What follows belongs to an exercise in optimizing a design on an open flow for small area, a short achievable clock period and few clock cycles per item; a production flow would make more cautious choices.
Only simulation tests tie the RTL to the original design; equivalence was not proved.
No activity file was given, so power comes from the tool's default toggle rates.

// fraction_arithmetic_unit
module fraction_arithmetic_unit #(
   parameter int OPERAND_BITS = fau_pkg::OPERAND_BITS_DEF
) (
   input  logic clock,
   input  logic reset,
   input  logic req_tvalid,
   output logic req_tready,
   input  logic [((fau_pkg::TYPE_W + 4 * OPERAND_BITS + 7) / 8) * 8 - 1:0] req_tdata,
   output logic rsp_tvalid,
   input  logic rsp_tready,
   output logic [fau_pkg::RSP_TDATA_W-1:0] rsp_tdata
);
For scale: about 4800 cells after synthesis, roughly 420 flip-flops, about 150 I/O pins.
==> flow/config.mk <==
export PLATFORM = sky130hd
export DESIGN_NAME = fraction_arithmetic_unit
export DESIGN_NICKNAME = fraction_arithmetic_unit
export VERILOG_FILES = /design/flow/design.v
export SDC_FILE = /design/flow/constraint.sdc
export NUM_CORES = 4
export LEC_CHECK = 0
export ABC_AREA = 1
export CAP_MARGIN = 20
export CORE_MARGIN = 2
export CORE_UTILIZATION = 40
export SLEW_MARGIN = 20
==> flow/constraint.sdc <==
create_clock -name core_clock -period 12.0 [get_ports {clock}]
set_input_delay 2.4000 -clock core_clock [delete_from_list [all_inputs] [get_ports {clock}]]
set_output_delay 2.4000 -clock core_clock [all_outputs]
set_load 0.01 [all_outputs]
run.sh (not shown) runs the stock make flow with config.mk's settings and CLKGATE_MAP_FILE= SYNTH_SCRIPT=/design/flow/synth_recipe.tcl, a recipe that flattens the netlist after the stock synthesis.
The first run passed the timing, DRC and antenna checks.
Testbench counts at the start, summed over its fixed seeds: cycles 24,412, items 1,280.
Change:
--- a/flow/design.v
+++ b/flow/design.v
@@ -202,15 +202,15 @@
       else if (y[6]) ctz8 = 4'd6;
       else if (y[7]) ctz8 = 4'd7;
       else ctz8 = 4'd8;
    endfunction
    logic [32:0] du, dv, sm, x, usrc, vsrc, ush, vsh;
    logic [3:0]  uamt, vamt;
    logic        use_sum;
-   logic        eq, uz, vz, u1, v1, u_gt, v_gt, fin;
+   logic        eq, uz, vz, u_gt, v_gt, fin;
    logic [32:0] n_neg, n_abs;
    fau_add #(.W(33), .ARCH(1)) u_neg (.a(~n_in), .b(33'd0), .cin(1'b1), .s(n_neg), .cout());
    assign n_abs = n_in[32] ? n_neg : n_in;
    fau_add #(.W(33), .ARCH(1)) u_du (.a(u), .b(~v), .cin(1'b1), .s(du), .cout());
    fau_add #(.W(33), .ARCH(1)) u_dv (.a(v), .b(~u), .cin(1'b1), .s(dv), .cout());
    fau_add #(.W(33), .ARCH(1)) u_sm (.a(u), .b(v), .cin(1'b0), .s(sm), .cout());
    always_comb begin
@@ -223,27 +223,25 @@
       vsrc = !v[0] ? v : (use_sum ? sm : dv);
       uamt = !u[0] ? ctz8(u[7:0]) : (use_sum ? ctz8(~x[7:0]) : ctz8(x[7:0]));
       vamt = !v[0] ? ctz8(v[7:0]) : (use_sum ? ctz8(~x[7:0]) : ctz8(x[7:0]));
       ush = usrc >> uamt;
       vsh = vsrc >> vamt;
       u_gt = !du[32] && !eq;
       v_gt = du[32];
-      u1 = (u == 33'd1);
-      v1 = (v == 33'd1);
-      fin = uz || vz || u1 || v1 || (u[0] && v[0] && eq);
+      fin = uz || vz || (u[0] && v[0] && eq);
    end
    assign out_valid = (bstate == B_HOLD);
    assign take = avail && ((bstate == B_IDLE) || (out_valid && out_take));
    assign g_out = u[31:0];
    assign xn_out = xn;
    assign xd_out = xd;
    assign neg_out = neg;
    assign nz_out = uz;
    assign dz_out = vz;
-   assign g1_out = u1 || v1;
+   assign g1_out = (u == 33'd1);
    always_ff @(posedge clock) begin
       if (reset) begin
          bstate <= B_IDLE;
       end else begin
          if (take) begin
             bstate <= B_GCD;
          end else begin
@@ -363,15 +361,15 @@
             default: cstate <= C_IDLE;
          endcase
       end
       unique case (cstate)
          C_IDLE: begin
             dn <= 2'd1;
             dd <= 2'd1;
-            g <= g1_in ? 32'd1 : g_in;
+            g <= g_in;
             g1 <= g1_in;
             zd <= dz_in;
             neg <= neg_in && !nz_in;
             if (nz_in) begin
                qn <= 32'd0;
                qd <= dz_in ? 32'd0 : 32'd1;
             end else if (dz_in) begin
=> Cell count came out lower by 1.8%. Die area shrinks by 0.67%. Clock power shrinks by about 3%. Worst hold slack barely changes. Design area falls by 0.78%. Setup slack degrades by 0.058 ns. Wire length is lower by 2.8%.
Testbench counts after the change, summed over its fixed seeds: cycles 25,160, items 1,280.

==> re-timing with driven ports <==
Ports are ideal in the flow. The routed layouts listed here were re-timed in OpenROAD.
Step 1, drivers: a clkbuf_16 drives clock and a buf_2 each remaining input, both assumed.
Step 2, shift: input delay + t, output delay - t, t = (earliest + latest rising clock arrival at the registers) / 2. This alone moves slack from input paths to output paths.
Slacks: ideal ports / drivers / drivers and shift; pairs: ideal ports / drivers.
| run | t (ns) | slack for setup (ns) | hold WS [ns] | slew at the worst register clock pin (ns) |
|---|---|---|---|---|
| the first run | 0.664 | 6.242 / 6.242 / 6.242 | 0.444 / 0.444 / 0.444 | 0.07 / 0.07 |
| the second run | 0.663 | 6.184 / 6.184 / 6.184 | 0.442 / 0.442 / 0.442 | 0.07 / 0.07 |
After both steps every run listed still meets setup and hold.
